What follows belongs to an exercise in optimizing a design on an open flow for small area, a short achievable clock period and few clock cycles per item; a production flow would make more cautious choices. In this exercise RTL edits were held to simulation tests only and were not proved equivalent to the original. Power and IR drop assume default switching activity.

== north ==
Design wildcard_signature_scanner_core, start of the top module:
module wildcard_signature_scanner_core
#(
    parameter int PATTERN_BYTES = 24
)
(
    input  logic                              clk,
    input  logic                              rst_n,
    input  logic                              cfg_valid,
    output logic                              cfg_ready,
    input  logic [wss_pkg::CFG_INDEX_W-1:0]   cfg_index,
    input  logic [wss_pkg::CFG_DATA_W-1:0]    cfg_data,
    input  logic                              item_valid,
    output logic                              item_stall,
    input  logic [7:0]                        data_byte,
    input  logic                              last_byte,
    output logic                              result_valid,
    input  logic                              result_stall,
    output logic                              found,
    output logic [wss_pkg::OFFSET_W-1:0]      match_offset
);
==> flow/config.mk <==
export PLATFORM = sky130hd
export DESIGN_NAME = wildcard_signature_scanner_core
export DESIGN_NICKNAME = wildcard_signature_scanner_core
export VERILOG_FILES = /design/flow/design.v
export SDC_FILE = /design/flow/constraint.sdc
export NUM_CORES = 4
export LEC_CHECK = 0
export CAP_MARGIN = 20
export CORE_MARGIN = 2
export CORE_UTILIZATION = 30
export CTS_CLUSTER_DIAMETER = 70
export CTS_CLUSTER_SIZE = 24
export PLACE_DENSITY = 0.75
export SLEW_MARGIN = 20
==> flow/constraint.sdc <==
create_clock -name core_clock -period 11.0 [get_ports {clk}]
set_input_delay 2.2000 -clock core_clock [delete_from_list [all_inputs] [get_ports {clk}]]
set_output_delay 2.2000 -clock core_clock [all_outputs]
set_load 0.01 [all_outputs]
standard.sh (not shown) runs the stock make flow with config.mk's settings and CLKGATE_MAP_FILE= SYNTH_SCRIPT=/design/flow/synth_recipe.tcl, a recipe that flattens the netlist after the stock synthesis.
==> flow/flow/run.sh <==
#!/bin/bash
# Layout flow: the standard layout (standard synthesis, floorplan, placement,
# CTS, routing) with these changes: timing repair aims at a larger setup slack
# than the default of 0, so that the achieved period, not just the 11 ns clock,
# is optimised; the port buffers are plain buf_2 cells; and the buffers Yosys/ABC
# put into the netlist are removed at floorplan, leaving buffering to the
# placement and timing repair steps. The SDC, the clock period and every other
# step are the standard flow's own.
set -euo pipefail
export SETUP_SLACK_MARGIN=7.8
export BUFFER_PORTS_ARGS="-buffer_cell sky130_fd_sc_hd__buf_2"
export REMOVE_ABC_BUFFERS=1
bash standard.sh finish > orfs_make.log 2>&1
Testbench counts of north, summed over its fixed seeds: cycles 72,767, bytes 72,386.
For south, these inputs were changed with respect to north:
# north
export LEC_CHECK = 0
export CAP_MARGIN = 20
export CORE_MARGIN = 2
export CORE_UTILIZATION = 30
export CTS_CLUSTER_DIAMETER = 70
export CTS_CLUSTER_SIZE = 24
export PLACE_DENSITY = 0.75
export SLEW_MARGIN = 20
create_clock -name core_clock -period 11.0 [get_ports {clk}]
# south
export LEC_CHECK = 0
export CAP_MARGIN = 20
export CORE_MARGIN = 2
export CORE_UTILIZATION = 40
export CTS_CLUSTER_DIAMETER = 70
export CTS_CLUSTER_SIZE = 24
export PLACE_DENSITY = 0.75
export SLEW_MARGIN = 20
create_clock -name core_clock -period 11.0 [get_ports {clk}]
==> flow/flow/run.sh <==
#!/bin/bash
# Layout flow: the standard layout (standard synthesis, floorplan, placement,
# CTS, routing) with two changes: timing repair aims at a larger setup slack than
# the default of 0, so that the achieved period, not just the 11 ns clock, is
# optimised; and the port buffers are plain buf_2 cells. The SDC, the clock
# period and every other step are the standard flow's own.
set -euo pipefail
export SETUP_SLACK_MARGIN=7.8
export BUFFER_PORTS_ARGS="-buffer_cell sky130_fd_sc_hd__buf_2"
bash standard.sh finish > orfs_make.log 2>&1
Notes after the runs:
Register-to-register slack delta for south relative to north: 0.07 ns higher. Compared with north, in south multi-input gate share of total cell area +0.64 points; total global-route track usage climbed 4.0 points. Placed wire-length estimate in south is 1.1 mm below north. Clock-cell share of area of south is on par with north. Between south and north, the difference in power is negligible. Between south and north, the part of the cycle the worst path needs is higher for north.
diff inputs: south => east
# south
export LEC_CHECK = 0
export CAP_MARGIN = 20
export CORE_MARGIN = 2
export CORE_UTILIZATION = 40
export CTS_CLUSTER_DIAMETER = 70
export CTS_CLUSTER_SIZE = 24
export PLACE_DENSITY = 0.75
export SLEW_MARGIN = 20
create_clock -name core_clock -period 11.0 [get_ports {clk}]
# east
export LEC_CHECK = 0
export CAP_MARGIN = 20
export CORE_MARGIN = 2
export CORE_UTILIZATION = 30
export CTS_CLUSTER_DIAMETER = 70
export CTS_CLUSTER_SIZE = 24
export PLACE_DENSITY = 0.8
export SLEW_MARGIN = 20
create_clock -name core_clock -period 11.0 [get_ports {clk}]
Changes observed in east relative to south: routed wire length went up 4.4%, total power consumption of the routed design went down about 0.9%, final worst slack went down 0.033 ns. east reports a lower non-clock buffer count in the final layout than south does. Looking at critical path launch point, the stall_reg result is from east; the offset_reg[22] one comes from south.
#### Input delta (west over east)
# east
export LEC_CHECK = 0
export CAP_MARGIN = 20
export CORE_MARGIN = 2
export CORE_UTILIZATION = 30
export CTS_CLUSTER_DIAMETER = 70
export CTS_CLUSTER_SIZE = 24
export PLACE_DENSITY = 0.8
export SLEW_MARGIN = 20
create_clock -name core_clock -period 11.0 [get_ports {clk}]
# west
export LEC_CHECK = 0
export CAP_MARGIN = 20
export CORE_MARGIN = 2
export CORE_UTILIZATION = 30
export CTS_CLUSTER_DIAMETER = 70
export CTS_CLUSTER_SIZE = 24
export PLACE_DENSITY = 0.75
export SLEW_MARGIN = 20
create_clock -name core_clock -period 11.0 [get_ports {clk}]
--- a/flow/flow/run.sh
+++ b/flow/flow/run.sh
@@ -8 +8 @@
-export SETUP_SLACK_MARGIN=7.8
+export SETUP_SLACK_MARGIN=7.75
Notes after the runs:
Going from east to west, detailed route wirelength on metal2 shrank slightly. Row switching fraction of total power: west lower / east higher. When west is set beside east, its maximum frequency turns out to be about 0.35% larger. east -> west: number of clock buffer instances in the layout increased by more than 10%. Summary — worst hold slack, west relative to east: lower, by 0.013 ns. Looking at share of final-layout standard cells stronger than drive strength 1, west sits 0.48 points below east. Relative to east, the routed metal-1 wirelength of west is higher by 400 µm. Clock skew: west vs east, no meaningful difference. Worst reg-to-reg path cell count: west < east. Arrival time at the worst endpoint: west lower than east. Measured against each other, west and east differ in filler cell count, the lower figure coming from east.

* * *

wildcard_signature_scanner_core again, from the RTL that the note above started with.
clock: 11.0 ns
lec_check: 0
cap_margin: 20
core_margin: 2
core_utilization: 30
cts_cluster_diameter: 80
cts_cluster_size: 28
place_density: 0.75
slew_margin: 20
==> flow/flow/run.sh <==
#!/bin/bash
# Layout flow: the standard layout (standard synthesis, floorplan, placement,
# CTS, routing) with two changes: timing repair aims at a larger setup slack than
# the default of 0, so that the achieved period, not just the 11 ns clock, is
# optimised; and the port buffers are plain buf_2 cells. The SDC, the clock
# period and every other step are the standard flow's own.
set -euo pipefail
export SETUP_SLACK_MARGIN=7.8
export BUFFER_PORTS_ARGS="-buffer_cell sky130_fd_sc_hd__buf_2"
bash standard.sh finish > orfs_make.log 2>&1
The first run completed with no timing, DRC or antenna violations.
Testbench counts at the start, summed over its fixed seeds: cycles 72,767, bytes 72,386.
Rerun with:
--- a/flow/flow/run.sh
+++ b/flow/flow/run.sh
@@ -7,3 +7,3 @@
 set -euo pipefail
-export SETUP_SLACK_MARGIN=7.8
+export SETUP_SLACK_MARGIN=7.9
 export BUFFER_PORTS_ARGS="-buffer_cell sky130_fd_sc_hd__buf_2"
- CTS_CLUSTER_DIAMETER: 80 -> 70
- CTS_CLUSTER_SIZE: 28 -> 24
Outcome:
- The new run ran to the end with no violations
- register-to-register slack improved by 0.05 ns
- first-iteration DRC count climbs by a quarter to a third
- final area climbs by a few percent
- worst setup slack improved by 0.0095 ns
- cell count climbs slightly
- total power climbs slightly
- core utilization climbs by 1.3 points
- synthesized cell count stays the same
- routed wire length climbs by a few percent
Rerun with:
--- a/flow/flow/run.sh
+++ b/flow/flow/run.sh
@@ -7,3 +7,3 @@
 set -euo pipefail
-export SETUP_SLACK_MARGIN=7.9
+export SETUP_SLACK_MARGIN=7.8
 export BUFFER_PORTS_ARGS="-buffer_cell sky130_fd_sc_hd__buf_2"
- CAP_MARGIN: 20 -> 10
- SLEW_MARGIN: 20 -> 10
The new run finished with timing, DRC and antenna clean.
Wire length falls by 5.1%.
Total power goes down by 0.37%.
Design area decreases by 3.2%.
Clock skew decreases by 0.0077 ns.
Worst setup slack gets better by 0.021 ns.
Combinational power went down by about 4%.
Rerun with:
- CAP_MARGIN: 10 -> 20
- PLACE_DENSITY: 0.75 -> 0.9
- SLEW_MARGIN: 10 -> 20
Effect:
- The new run completed without violations
- combinational power stays flat
- routed wire length grows slightly
- total power shrinks slightly
- global-route usage is about the same
- synthesized area stays the same
Rerun with:
- PLACE_DENSITY: 0.9 -> default
=> Clock-buffer cell count climbs by 2. Via count drops by 6.0%. Fmax climbs by 0.94%. Critical path depth is unchanged. Hold slack stays flat. Cell area climbs by 0.65%. Routed wire length drops by 0.68%. Register-to-register slack improved by 0.06 ns. Synthesized area does not change. Global-route usage climbs by 0.13 points. Setup slack improved by 0.031 ns.

* * *

Setup of P:
The RTL this note starts from:
==> flow/design.v <==
`timescale 1ns / 1ps
package wss_pkg;
    localparam int SIG_BYTES     = 24;
    localparam int LEN_W         = 5;
    localparam int SKIP_W        = 16;
    localparam int OFFSET_W      = 24;
    localparam int CFG_INDEX_W   = 3;
    localparam int CFG_DATA_W    = 64;
    typedef enum logic [CFG_INDEX_W-1:0] {
        REG_PATTERN_LOW     = 3'd0,
        REG_PATTERN_MID     = 3'd1,
        REG_PATTERN_HIGH    = 3'd2,
        REG_CARE_MASK       = 3'd3,
        REG_PATTERN_LENGTH  = 3'd4,
        REG_SKIP_COUNT      = 3'd5,
        REG_SEARCH_DISTANCE = 3'd6
    } reg_index_t;
    typedef struct packed {
        logic [SIG_BYTES*8-1:0] pattern;
        logic [SIG_BYTES-1:0]   care;
        logic [LEN_W-1:0]       last_pos;
        logic [SKIP_W-1:0]      skip;
        logic [OFFSET_W-1:0]    distance;
    } cfg_t;
    localparam logic [LEN_W-1:0]     LAST_POS_RESET = 5'd0;
    localparam logic [OFFSET_W-1:0]  DISTANCE_RESET = 24'd1;
endpackage
`timescale 1ns / 1ps
module wss_cfg_regs
(
    input  logic                               clk,
    input  logic                               rst_n,
    input  logic                               cfg_valid,
    output logic                               cfg_ready,
    input  logic [wss_pkg::CFG_INDEX_W-1:0]    cfg_index,
    input  logic [wss_pkg::CFG_DATA_W-1:0]     cfg_data,
    output wss_pkg::cfg_t                      cfg,
    output logic [2:0]                         pattern_written,
    output logic                               care_written
);
    wss_pkg::cfg_t              cfg_reg;
    logic [wss_pkg::LEN_W-1:0]  len_in;
    logic [wss_pkg::LEN_W-1:0]  last_pos_in;
    assign cfg_ready = 1'b1;
    assign cfg       = cfg_reg;
    always_comb
    begin
        len_in = cfg_data[wss_pkg::LEN_W-1:0];
        if (len_in == '0)
        begin
            last_pos_in = '0;
        end
        else if (len_in > wss_pkg::LEN_W'(wss_pkg::SIG_BYTES))
        begin
            last_pos_in = wss_pkg::LEN_W'(wss_pkg::SIG_BYTES - 1);
        end
        else
        begin
            last_pos_in = len_in - 1'b1;
        end
    end
    always_ff @(posedge clk or negedge rst_n)
    begin
        if (!rst_n)
        begin
            pattern_written  <= '0;
            care_written     <= 1'b0;
            cfg_reg.last_pos <= wss_pkg::LAST_POS_RESET;
            cfg_reg.skip     <= '0;
            cfg_reg.distance <= wss_pkg::DISTANCE_RESET;
        end
        else if (cfg_valid && cfg_ready)
        begin
            case (cfg_index)
                wss_pkg::REG_PATTERN_LOW:
                    pattern_written[0] <= 1'b1;
                wss_pkg::REG_PATTERN_MID:
                    pattern_written[1] <= 1'b1;
                wss_pkg::REG_PATTERN_HIGH:
                    pattern_written[2] <= 1'b1;
                wss_pkg::REG_CARE_MASK:
                    care_written <= 1'b1;
                wss_pkg::REG_PATTERN_LENGTH:
                    cfg_reg.last_pos <= last_pos_in;
                wss_pkg::REG_SKIP_COUNT:
                    cfg_reg.skip <= cfg_data[wss_pkg::SKIP_W-1:0];
                wss_pkg::REG_SEARCH_DISTANCE:
                    cfg_reg.distance <= cfg_data[wss_pkg::OFFSET_W-1:0];
                default:
                    ;
            endcase
        end
    end
    always_ff @(posedge clk)
    begin
        if (cfg_valid && cfg_ready)
        begin
            case (cfg_index)
                wss_pkg::REG_PATTERN_LOW:
                    cfg_reg.pattern[63:0] <= cfg_data;
                wss_pkg::REG_PATTERN_MID:
                    cfg_reg.pattern[127:64] <= cfg_data;
                wss_pkg::REG_PATTERN_HIGH:
                    cfg_reg.pattern[191:128] <= cfg_data;
                wss_pkg::REG_CARE_MASK:
                    cfg_reg.care <= cfg_data[wss_pkg::SIG_BYTES-1:0];
                default:
                    ;
            endcase
        end
    end
endmodule
`timescale 1ns / 1ps
module wss_match
#(
    parameter int PATTERN_BYTES = 24
)
(
    input  logic [7:0]                       data,
    input  logic [PATTERN_BYTES*8-1:0]       pattern,
    input  logic [PATTERN_BYTES-1:0]         care,
    input  logic [2:0]                       pattern_written,
    input  logic                             care_written,
    output logic [PATTERN_BYTES-1:0]         hit_pos
);
    logic data_zero;
    always_comb
    begin
        data_zero = (data == 8'd0);
        for (int k = 0; k < PATTERN_BYTES; k++)
        begin
            hit_pos[k] = (care_written && !care[k]) ||
                         (pattern_written[k / 8] ? (data == pattern[k*8 +: 8]) : data_zero);
        end
    end
endmodule
`timescale 1ns / 1ps
module wildcard_signature_scanner_core
#(
    parameter int PATTERN_BYTES = 24
)
(
    input  logic                              clk,
    input  logic                              rst_n,
    input  logic                              cfg_valid,
    output logic                              cfg_ready,
    input  logic [wss_pkg::CFG_INDEX_W-1:0]   cfg_index,
    input  logic [wss_pkg::CFG_DATA_W-1:0]    cfg_data,
    input  logic                              item_valid,
    output logic                              item_stall,
    input  logic [7:0]                        data_byte,
    input  logic                              last_byte,
    output logic                              result_valid,
    input  logic                              result_stall,
    output logic                              found,
    output logic [wss_pkg::OFFSET_W-1:0]      match_offset
);
    localparam int OW = wss_pkg::OFFSET_W;
    localparam int CW = OW + 1;
    localparam int SW = wss_pkg::SKIP_W;
    wss_pkg::cfg_t                     cfg;
    logic [2:0]                        pattern_written;
    logic                              care_written;
    logic                              a_valid;
    logic                              in_first_reg;
    logic                              a_last;
    logic                              stall_reg;
    logic                              first_reg;
    logic                              done_reg;
    logic                              past_reg;
    logic [PATTERN_BYTES-1:0]          prefix_reg;
    logic [SW-1:0]                     remain_reg;
    logic                              reached_reg;
    logic [CW-1:0]                     start_reg;
    logic                              at_dist_reg;
    logic                              res_valid_reg;
    logic                              found_reg;
    logic [OW-1:0]                     offset_reg;
    logic [CW-1:0]                     start_init;
    logic                              skip_zero;
    logic                              at_dist_first;
    logic                              first_can_hit;
    logic [PATTERN_BYTES-1:0]          hit_pos;
    logic [PATTERN_BYTES-1:0]          prefix_prev;
    logic [PATTERN_BYTES-1:0]          prefix_next;
    logic                              done_eff;
    logic                              past_eff;
    logic [SW-1:0]                     remain_eff;
    logic [CW-1:0]                     start_inc;
    logic                              reached_eff;
    logic                              at_dist_eff;
    logic                              hit;
    logic                              accept;
    logic                              produce;
    logic                              proc;
    logic                              take_item;
    logic                              res_valid_next;
    logic                              first_next;
    logic                              done_next;
    logic                              might_produce;
    wss_cfg_regs u_cfg
    (
        .clk             (clk),
        .rst_n           (rst_n),
        .cfg_valid       (cfg_valid),
        .cfg_ready       (cfg_ready),
        .cfg_index       (cfg_index),
        .cfg_data        (cfg_data),
        .cfg             (cfg),
        .pattern_written (pattern_written),
        .care_written    (care_written)
    );
    wss_match #(.PATTERN_BYTES(PATTERN_BYTES)) u_match
    (
        .data            (data_byte),
        .pattern         (cfg.pattern),
        .care            (cfg.care),
        .pattern_written (pattern_written),
        .care_written    (care_written),
        .hit_pos         (hit_pos)
    );
    assign item_stall   = stall_reg;
    assign result_valid = res_valid_reg;
    assign found        = found_reg;
    assign match_offset = offset_reg;
    always_comb
    begin
        start_init    = CW'(0) - CW'(cfg.last_pos);
        skip_zero     = (cfg.skip == '0);
        at_dist_first = (cfg.last_pos == '0) && (cfg.distance == '0);
        first_can_hit = (cfg.last_pos == '0) && skip_zero;
    end
    always_comb
    begin
        proc         = a_valid && !stall_reg;
        take_item    = item_valid && !stall_reg;
        prefix_prev  = in_first_reg ? '0 : prefix_reg;
        prefix_next  = {prefix_prev[PATTERN_BYTES-2:0], 1'b1} & hit_pos;
        done_eff     = done_reg && !first_reg;
        past_eff     = past_reg && !first_reg;
        remain_eff   = first_reg ? cfg.skip : remain_reg;
        reached_eff  = first_reg ? skip_zero : reached_reg;
        at_dist_eff  = first_reg ? at_dist_first : at_dist_reg;
        start_inc    = start_reg + 1'b1;
        hit          = prefix_reg[cfg.last_pos] && !past_eff && !at_dist_eff && !done_eff;
        accept       = hit && reached_eff;
        produce      = accept || (a_last && !done_eff);
        res_valid_next = (res_valid_reg && result_stall) || (proc && produce);
        first_next     = proc ? a_last : first_reg;
        done_next      = proc ? (done_eff || accept) : done_reg;
        might_produce  = !(done_next && !first_next) &&
                         (!first_next || last_byte || first_can_hit);
    end
    always_ff @(posedge clk or negedge rst_n)
    begin
        if (!rst_n)
        begin
            a_valid       <= 1'b0;
            stall_reg     <= 1'b0;
            first_reg     <= 1'b1;
            in_first_reg  <= 1'b1;
            res_valid_reg <= 1'b0;
        end
        else
        begin
            a_valid       <= take_item || (a_valid && stall_reg);
            stall_reg     <= (a_valid && stall_reg && res_valid_next) ||
                             (take_item && res_valid_next && might_produce);
            first_reg     <= first_next;
            if (take_item)
            begin
                in_first_reg <= last_byte;
            end
            res_valid_reg <= res_valid_next;
        end
    end
    always_ff @(posedge clk)
    begin
        if (!stall_reg)
        begin
            a_last <= last_byte;
        end
        if (take_item)
        begin
            prefix_reg <= prefix_next;
        end
        if (proc)
        begin
            past_reg    <= past_eff || at_dist_eff;
            done_reg    <= done_eff || accept;
            at_dist_reg <= (start_inc == {1'b0, cfg.distance});
            if (hit && !reached_eff)
            begin
                remain_reg  <= remain_eff - 1'b1;
                reached_reg <= (remain_eff == SW'(1));
            end
            else
            begin
                remain_reg  <= remain_eff;
                reached_reg <= reached_eff;
            end
        end
        if (proc ? a_last : first_reg)
        begin
            start_reg <= start_init;
        end
        else if (proc)
        begin
            start_reg <= start_inc;
        end
        if (proc && produce)
        begin
            found_reg  <= accept;
            offset_reg <= accept ? start_reg[OW-1:0] : '0;
        end
    end
endmodule
clock: 11.0 ns
lec_check: 0
cap_margin: 20
core_margin: 2
core_utilization: 30
slew_margin: 20
==> flow/flow/run.sh <==
#!/bin/bash
# Layout flow: the standard layout (standard synthesis, floorplan, placement,
# CTS, routing) with two changes: timing repair aims at a larger setup slack than
# the default of 0, so that the achieved period, not just the 11 ns clock, is
# optimised; and the port buffers are plain buf_4 cells. The SDC, the clock
# period and every other step are the standard flow's own.
set -euo pipefail
export SETUP_SLACK_MARGIN=7.6
export BUFFER_PORTS_ARGS="-buffer_cell sky130_fd_sc_hd__buf_4"
bash standard.sh finish > orfs_make.log 2>&1
P: no failed stages, no open violations at the end
Testbench counts of P, summed over its fixed seeds: cycles 72,767, bytes 72,386.
diff inputs: P => Q
==> flow/run.sh (new file) <==
#!/bin/bash
# synth_recipe.tcl (not shown) runs the flow's synth.tcl, then flattens the netlist and writes it again
# the make line also repeats each setting of config.mk as NAME=value (left out here)
make -C /OpenROAD-flow-scripts/flow DESIGN_CONFIG=/design/flow/config.mk WORK_HOME=/design/flow/orfs CLKGATE_MAP_FILE= SYNTH_SCRIPT=/design/flow/synth_recipe.tcl finish
removed: flow/flow/run.sh
removed: flow/standard.sh
--- outcome ---
The flow did not stop early for Q: all stages ran, and the layout cleared the timing, DRC and antenna checks. Depth of the CTS H-tree: Q vs P identical. Average routed wire per standard cell in Q is about 1.7% below P. Number of post-CTS setup repair buffers was higher in P than in Q. u_cfg.cfg_reg[41]$_DFFE_PN0P_ as the startpoint of the worst setup timing path was reported by Q, and offset_reg[17]$_SDFFCE_PN0P_ by P. Taking P as the reference, in Q routed wire length went down, count of clock-buffer cells in the layout went down, global-route wire length before repair went down. P has higher power than Q.
### Q -> R
Settings: putting CTS_CLUSTER_DIAMETER at 70 where nothing was set; putting CTS_CLUSTER_SIZE at 24 where nothing was set.
==> flow/flow/run.sh (new file) <==
#!/bin/bash
# Layout flow: the standard layout (standard synthesis, floorplan, placement,
# CTS, routing) with two changes: timing repair aims at a larger setup slack than
# the default of 0, so that the achieved period, not just the 11 ns clock, is
# optimised; and the port buffers are plain buf_2 cells. The SDC, the clock
# period and every other step are the standard flow's own.
set -euo pipefail
export SETUP_SLACK_MARGIN=7.8
export BUFFER_PORTS_ARGS="-buffer_cell sky130_fd_sc_hd__buf_2"
bash standard.sh finish > orfs_make.log 2>&1
==> flow/standard.sh (new file) <==
#!/bin/bash
# synth_recipe.tcl (not shown) runs the flow's synth.tcl, then flattens the netlist and writes it again
# the make line also repeats each setting of config.mk as NAME=value (left out here)
make -C /OpenROAD-flow-scripts/flow DESIGN_CONFIG=/design/flow/config.mk WORK_HOME=/design/flow/orfs CLKGATE_MAP_FILE= SYNTH_SCRIPT=/design/flow/synth_recipe.tcl "${@:-finish}"
removed: flow/run.sh
### Flow results
When the final numbers for R and Q were put side by side, the first-pass GRT wire length turned out to be smaller in R. Total global routing track utilization: R vs Q — no meaningful difference. [compare] base=Q new=R: global-route met2 utilization decreased by 0.53 points relative to the old numbers; clock group share of total power decreased by 5.6 points relative to the old numbers; post-layout minimum cycle time decreased by 900 ps relative to the old numbers.
[inputs] S vs R
Settings: CTS_CLUSTER_DIAMETER removed (was 70); CTS_CLUSTER_SIZE removed (was 24).
==> flow/flow/run.sh <==
#!/bin/bash
# Layout flow: the standard layout (standard synthesis, floorplan, placement,
# CTS, routing) with two changes: timing repair aims at a larger setup slack than
# the default of 0, so that the achieved period, not just the 11 ns clock, is
# optimised; and the port buffers are plain buf_4 cells. The SDC, the clock
# period and every other step are the standard flow's own.
set -euo pipefail
export SETUP_SLACK_MARGIN=7.8
export BUFFER_PORTS_ARGS="-buffer_cell sky130_fd_sc_hd__buf_4"
bash standard.sh finish > orfs_make.log 2>&1
--- outcome ---
Number of instances in the placed design: R vs S — no meaningful difference. NOTE non-clock buffer count R->S increased slightly. Sort S and R by met2 wire length, ascending, and R comes first. Per the comparison of S with R, area added between synthesis and finish increased by 4.6 points relative to the old numbers; clock-buffer cell count increased by 16 relative to the old numbers; worst path setup slack after routing increased by 31 ps relative to the old numbers; total non-filler cell area in the finished layout increased by about 4% relative to the old numbers. | cell count | S vs R | 1.4% higher |. Against R, S reports a final cycle utilization of the critical path that is lower. Summary: with R as the reference, final HPWL from detailed placement in S moved up slightly.
Setup changes, S to T
Settings: an added CTS_CLUSTER_SIZE of 30; an added CTS_CLUSTER_DIAMETER of 50.
Notes after the runs:
The run showing the greater maximum single-stage delay on the critical path is T. Taking S as the reference, in T worst-case setup margin in the final layout shrank by 92 ps, clock group share of total power went down by 1.2 points, synthesis-to-layout area growth fell 0.93 points, combinational power essentially unchanged, wire length saw little to no change. Multiplexer area fraction after synthesis: S vs T identical. T does worse than S on clock period minus final worst setup slack.

## port drivers added, routing unchanged
The results above use ideal ports. As a check the final layouts listed here were re-extracted and re-timed, cells and wires unchanged.
Step 1, drivers: a clkbuf_16 drives clk and a buf_2 each remaining input, both assumed.
Step 2 times the ports against the registers' clock, not the clock port: input delays grow and output delays shrink by t, the midpoint of the rising clock arrivals with the driver on.
a / b / c = ideal / step 1 / step 2; a / b = the first two.
run | t (ns) | setup WS [ns] | hold slack, ns | clock arrival spread, ns | worst data-port slew with drivers (ns)
north | 0.601 | 7.680 / 7.627 / 7.232 | 0.578 / 0.578 / 0.578 | 0.028 / 0.029 | 0.08
south | 0.593 | 7.718 / 7.670 / 7.250 | 0.510 / 0.510 / 0.510 | 0.023 / 0.023 | 0.07
east | 0.603 | 7.685 / 7.637 / 7.244 | 0.528 / 0.528 / 0.528 | 0.029 / 0.029 | 0.12
west | 0.589 | 7.696 / 7.645 / 7.218 | 0.515 / 0.515 / 0.515 | 0.017 / 0.016 | 0.12
the first run of note 2 | 0.591 | 7.701 / 7.650 / 7.206 | 0.552 / 0.552 / 0.552 | 0.040 / 0.040 | 0.11
the second run of note 2 | 0.587 | 7.711 / 7.661 / 7.167 | 0.540 / 0.540 / 0.540 | 0.024 / 0.023 | 0.26
the third run of note 2 | 0.583 | 7.731 / 7.683 / 7.187 | 0.539 / 0.539 / 0.539 | 0.014 / 0.013 | 0.19
the fourth run of note 2 | 0.590 | 7.665 / 7.615 / 7.184 | 0.526 / 0.526 / 0.526 | 0.017 / 0.018 | 0.18
the fifth run of note 2 | 0.603 | 7.696 / 7.641 / 7.165 | 0.527 / 0.527 / 0.527 | 0.022 / 0.023 | 0.11
P | 0.589 | 7.689 / 7.638 / 7.139 | 0.506 / 0.506 / 0.506 | 0.014 / 0.014 | 0.08
Q | 0.577 | 6.781 / 6.781 / 6.566 | 0.522 / 0.522 / 0.522 | 0.021 / 0.021 | 0.07
R | 0.612 | 7.682 / 7.628 / 7.249 | 0.510 / 0.510 / 0.510 | 0.025 / 0.024 | 0.07
S | 0.583 | 7.713 / 7.660 / 7.258 | 0.520 / 0.520 / 0.520 | 0.033 / 0.033 | 0.09
T | 0.654 | 7.621 / 7.564 / 7.217 | 0.507 / 0.507 / 0.507 | 0.018 / 0.018 | 0.08
After both steps every run listed still meets setup and hold. For P, which loses most, drivers alone change the setup slack by -0.051 ns; drivers and shift together by -0.550 ns.
